This design comes from an exercise in tuning for small area, a short achievable clock period and few clock cycles on the open sky130 flow, not from production work.
In this exercise RTL edits were held to simulation tests only and were not proved equivalent to the original.

Design antialiased_line_rasterizer_core, start of the top module:
module antialiased_line_rasterizer_core #(
    parameter int COORD_BITS = 12,
    parameter int FRAC_BITS  = 12
) (
    input  logic clk,
    input  logic rst_n,
    input  logic s_axis_tvalid,
    output logic s_axis_tready,
    input  logic [((4*COORD_BITS+7)/8)*8-1:0] s_axis_tdata,
    input  logic s_axis_tuser,
    output logic m_axis_tvalid,
    input  logic m_axis_tready,
    output logic [((2*COORD_BITS+48+7)/8)*8-1:0] m_axis_tdata,
    output logic m_axis_tlast,
    input  logic cfg_we,
    input  logic [23:0] cfg_wdata
);
Size in the first run: about 4300 cells after synthesis, ~480 flip-flops, about 150 I/O pins, about 40000 sq um of cells after synthesis.
==> flow/config.mk <==
export PLATFORM = sky130hd
export DESIGN_NAME = antialiased_line_rasterizer_core
export DESIGN_NICKNAME = antialiased_line_rasterizer_core
export VERILOG_FILES = /design/flow/design.v
export SDC_FILE = /design/flow/constraint.sdc
export NUM_CORES = 4
export LEC_CHECK = 0
export ABC_CLOCK_PERIOD_IN_PS = 4500
export CAP_MARGIN = 20
export CORE_MARGIN = 2
export CORE_UTILIZATION = 60
export SETUP_SLACK_MARGIN = 5
export SLEW_MARGIN = 20
export TNS_END_PERCENT = 0
==> flow/constraint.sdc <==
create_clock -name core_clock -period 10.5 [get_ports {clk}]
set_input_delay 2.1000 -clock core_clock [delete_from_list [all_inputs] [get_ports {clk}]]
set_output_delay 2.1000 -clock core_clock [all_outputs]
set_load 0.01 [all_outputs]
standard.sh (not shown) runs the stock make flow with config.mk's settings and CLKGATE_MAP_FILE= SYNTH_SCRIPT=/design/flow/synth_recipe.tcl, a recipe that flattens the netlist after the stock synthesis.
==> flow/flow/run.sh <==
#!/bin/bash
# Own layout flow: the standard layout (standard.sh, unchanged synthesis
# and steps) with plain sky130_fd_sc_hd__buf_1 cells as the port buffers
# instead of the default delay buffers. make's full output goes to
# standard_make.log here; ORFS keeps each step's log under orfs/logs.
set -euo pipefail
bash standard.sh "BUFFER_PORTS_ARGS=-buffer_cell sky130_fd_sc_hd__buf_1" finish > standard_make.log 2>&1
The baseline finished with timing, DRC and antenna clean.
Testbench counts at the start, summed over its fixed seeds: cycles 18,817.
Change:
Settings changed: ABC_AREA from default to 1, TNS_END_PERCENT 0 to default.
Result: Cell count is higher by a quarter to a third; final area is higher by a few percent; clock-buffer cell count is lower by 2; routed wire length is higher by roughly a tenth; worst hold slack improved by 0.0057 ns; die area is higher by a few percent; synthesized area is higher by a few percent; utilization is lower by 1.4 points; setup slack improved by 0.28 ns.

========
build 92:
Starting RTL as in the previous note.
==> flow/config.mk <==
export PLATFORM = sky130hd
export DESIGN_NAME = antialiased_line_rasterizer_core
export DESIGN_NICKNAME = antialiased_line_rasterizer_core
export VERILOG_FILES = /design/flow/design.v
export SDC_FILE = /design/flow/constraint.sdc
export NUM_CORES = 4
export LEC_CHECK = 0
export ABC_CLOCK_PERIOD_IN_PS = 4500
export CAP_MARGIN = 20
export CORE_MARGIN = 2
export CORE_UTILIZATION = 70
export SETUP_SLACK_MARGIN = 5
export SLEW_MARGIN = 20
==> flow/constraint.sdc <==
create_clock -name core_clock -period 10.5 [get_ports {clk}]
set_input_delay 2.1000 -clock core_clock [delete_from_list [all_inputs] [get_ports {clk}]]
set_output_delay 2.1000 -clock core_clock [all_outputs]
set_load 0.01 [all_outputs]
Scripts as last shown in full above: flow/flow/run.sh
Build 92 ended with every stage complete and zero timing, DRC or antenna violations.
Testbench counts of build 92, summed over its fixed seeds: cycles 18,817.
> inputs changed (build 92 -> build 90)
Settings: swapping 70 for 60 in CORE_UTILIZATION.
==> flow/flow/run.sh <==
#!/bin/bash
set -euo pipefail
bash standard.sh "BUFFER_PORTS_ARGS=-buffer_cell sky130_fd_sc_hd__buf_1" SETUP_SLACK_MARGIN=5.5 finish > standard_make.log 2>&1
Notes after the runs:
Build 92 → build 90: setup slack of the critical path after layout grew by 0.23 ns, sequential portion of the cell area -0.97 points, wire length after detailed routing now sits higher, minimum hold slack now sits higher.
Looking only at count of clock-buffer cells in the layout, and setting everything else aside, the lower value of build 90 and build 92 goes to build 92.
Relative to build 90, the following input files were edited for build 32:
Settings: CTS_CLUSTER_DIAMETER now 80, previously not set; CTS_CLUSTER_SIZE now 40, previously not set.
==> flow/flow/run.sh <==
#!/bin/bash
# Own layout flow: the standard layout (standard.sh, unchanged synthesis
# and steps) with plain sky130_fd_sc_hd__buf_1 cells as the port buffers
# instead of the default delay buffers. make's full output goes to
# standard_make.log here; ORFS keeps each step's log under orfs/logs.
set -euo pipefail
bash standard.sh "BUFFER_PORTS_ARGS=-buffer_cell sky130_fd_sc_hd__buf_1" finish > standard_make.log 2>&1
Results
Build 32: no failed stages, no open violations at the end. Build 32 vs build 90, non-clock buffer count went down by 110. Compared with build 90, in build 32 worst setup slack for register-to-register paths saw a decrease; synthesis-to-layout area growth saw a decrease; path length in cells of the critical path saw an increase. Taking build 32 over build 90, the number of inserted filler cells in the final layout ratio works out to 1.05.
The inputs of build 51 differ from those of build 32 as listed below.
Settings: CTS_CLUSTER_SIZE: 40 -> 30.
--- outcome ---
- | area growth from synthesis to final layout | build 51 vs build 32 | 0.18 points lower |
- The shortest period the worst path allows of build 51 exceeds that of build 32 by 0.0060 ns.
- Going from build 32 to build 51, via count now sits at about the same level.
- Build 32 ran to completion and came out clean on the timing, DRC and antenna checks.
- Build 51 was carried through to the last stage, and its layout satisfied the timing, DRC and antenna checks.
- Diff build 32 -> build 51 | total met3 wirelength after detailed routing | up by a few percent
Input-level comparison between build 82 and build 51:
Settings: changing CAP_MARGIN from 20 to 5; changing SLEW_MARGIN from 20 to 5.
--- outcome ---
| setup slack after placement | build 82 vs build 51 | ≈ equal |. Build 51 has higher final routed wire length divided by cell count than build 82. Number of antenna violations at the first check in global routing, build 51 and build 82: higher on build 51. Build 51 has a lower area growth from synthesis to layout than build 82.

========
Starting RTL as in the previous note.
==> flow/design.v (excerpt) <==
module antialiased_line_rasterizer_core #(
    parameter int COORD_BITS = 12,
    parameter int FRAC_BITS  = 12
) (
    input  logic clk,
    input  logic rst_n,
    input  logic s_axis_tvalid,
    output logic s_axis_tready,
    input  logic [((4*COORD_BITS+7)/8)*8-1:0] s_axis_tdata,
    input  logic s_axis_tuser,
    output logic m_axis_tvalid,
    input  logic m_axis_tready,
    output logic [((2*COORD_BITS+48+7)/8)*8-1:0] m_axis_tdata,
    output logic m_axis_tlast,
    input  logic cfg_we,
    input  logic [23:0] cfg_wdata
);
clock: 10.5 ns
lec_check: 0
abc_clock_period_in_ps: 5500
cap_margin: 20
core_margin: 2
core_utilization: 60
setup_slack_margin: 5
slew_margin: 20
==> flow/flow/run.sh <==
#!/bin/bash
# Own layout flow: the standard layout (standard.sh, unchanged synthesis
# and steps) with plain sky130_fd_sc_hd__buf_1 cells as the port buffers
# instead of the default delay buffers. make's full output goes to
# standard_make.log here; ORFS keeps each step's log under orfs/logs.
set -euo pipefail
bash standard.sh "BUFFER_PORTS_ARGS=-buffer_cell sky130_fd_sc_hd__buf_1" finish > standard_make.log 2>&1
Testbench counts at the start, summed over its fixed seeds: cycles 18,817.
Next try:
--- a/flow/config.mk
+++ b/flow/config.mk
@@ -6,5 +6,5 @@
 export NUM_CORES = 4
 export LEC_CHECK = 0
-export ABC_CLOCK_PERIOD_IN_PS = 5500
+export ABC_CLOCK_PERIOD_IN_PS = 4500
 export CAP_MARGIN = 20
 export CORE_MARGIN = 2
What happened:
- The new run ran to the end with no violations
- register-to-register slack stays flat
- clock skew stays the same
- via count is unchanged
- setup slack is unchanged
- synthesized area does not change
- worst hold slack stays the same
- maximum frequency does not change
- clock-buffer cell count does not change

==> what the ideal ports hide <==
Ports are ideal in the flow. The routed layouts listed here were re-timed in OpenROAD. Step 1 assumes that a clkbuf_16 drives the clock port and a buf_2 every other input. Step 2 moves the port delays by t, midway between the first and last clock arrival at a register: inputs arrive t later, outputs are due t later. That takes back most of the time a late clock gives input paths. Three values: no drivers, after step 1, after step 2; two values: the first two.
| run | t, ns | setup slack, ns | hold slack, ns | worst register clock-pin slew, ns |
|---|---|---|---|---|
| the first run of note 1 | 0.671 | 4.999 / 4.999 / 4.999 | 0.410 / 0.410 / 0.410 | 0.07 / 0.07 |
| the second run of note 1 | 0.678 | 5.276 / 5.232 / 5.276 | 0.416 / 0.416 / 0.416 | 0.07 / 0.07 |
| build 92 | 0.702 | 4.972 / 4.972 / 4.972 | 0.395 / 0.395 / 0.395 | 0.07 / 0.07 |
| build 90 | 0.678 | 5.200 / 5.200 / 5.200 | 0.415 / 0.415 / 0.415 | 0.07 / 0.07 |
| build 32 | 0.649 | 5.073 / 5.073 / 5.073 | 0.424 / 0.424 / 0.424 | 0.11 / 0.11 |
| build 51 | 0.647 | 5.067 / 5.067 / 5.067 | 0.428 / 0.428 / 0.428 | 0.11 / 0.11 |
| build 82 | 0.653 | 5.076 / 5.076 / 5.076 | 0.429 / 0.429 / 0.429 | 0.11 / 0.11 |
| the first run of note 3 | 0.700 | 5.101 / 5.101 / 5.101 | 0.419 / 0.419 / 0.419 | 0.07 / 0.07 |
| the second run of note 3 | 0.700 | 5.101 / 5.101 / 5.101 | 0.419 / 0.419 / 0.419 | 0.07 / 0.07 |
After both steps every run listed still meets setup and hold.
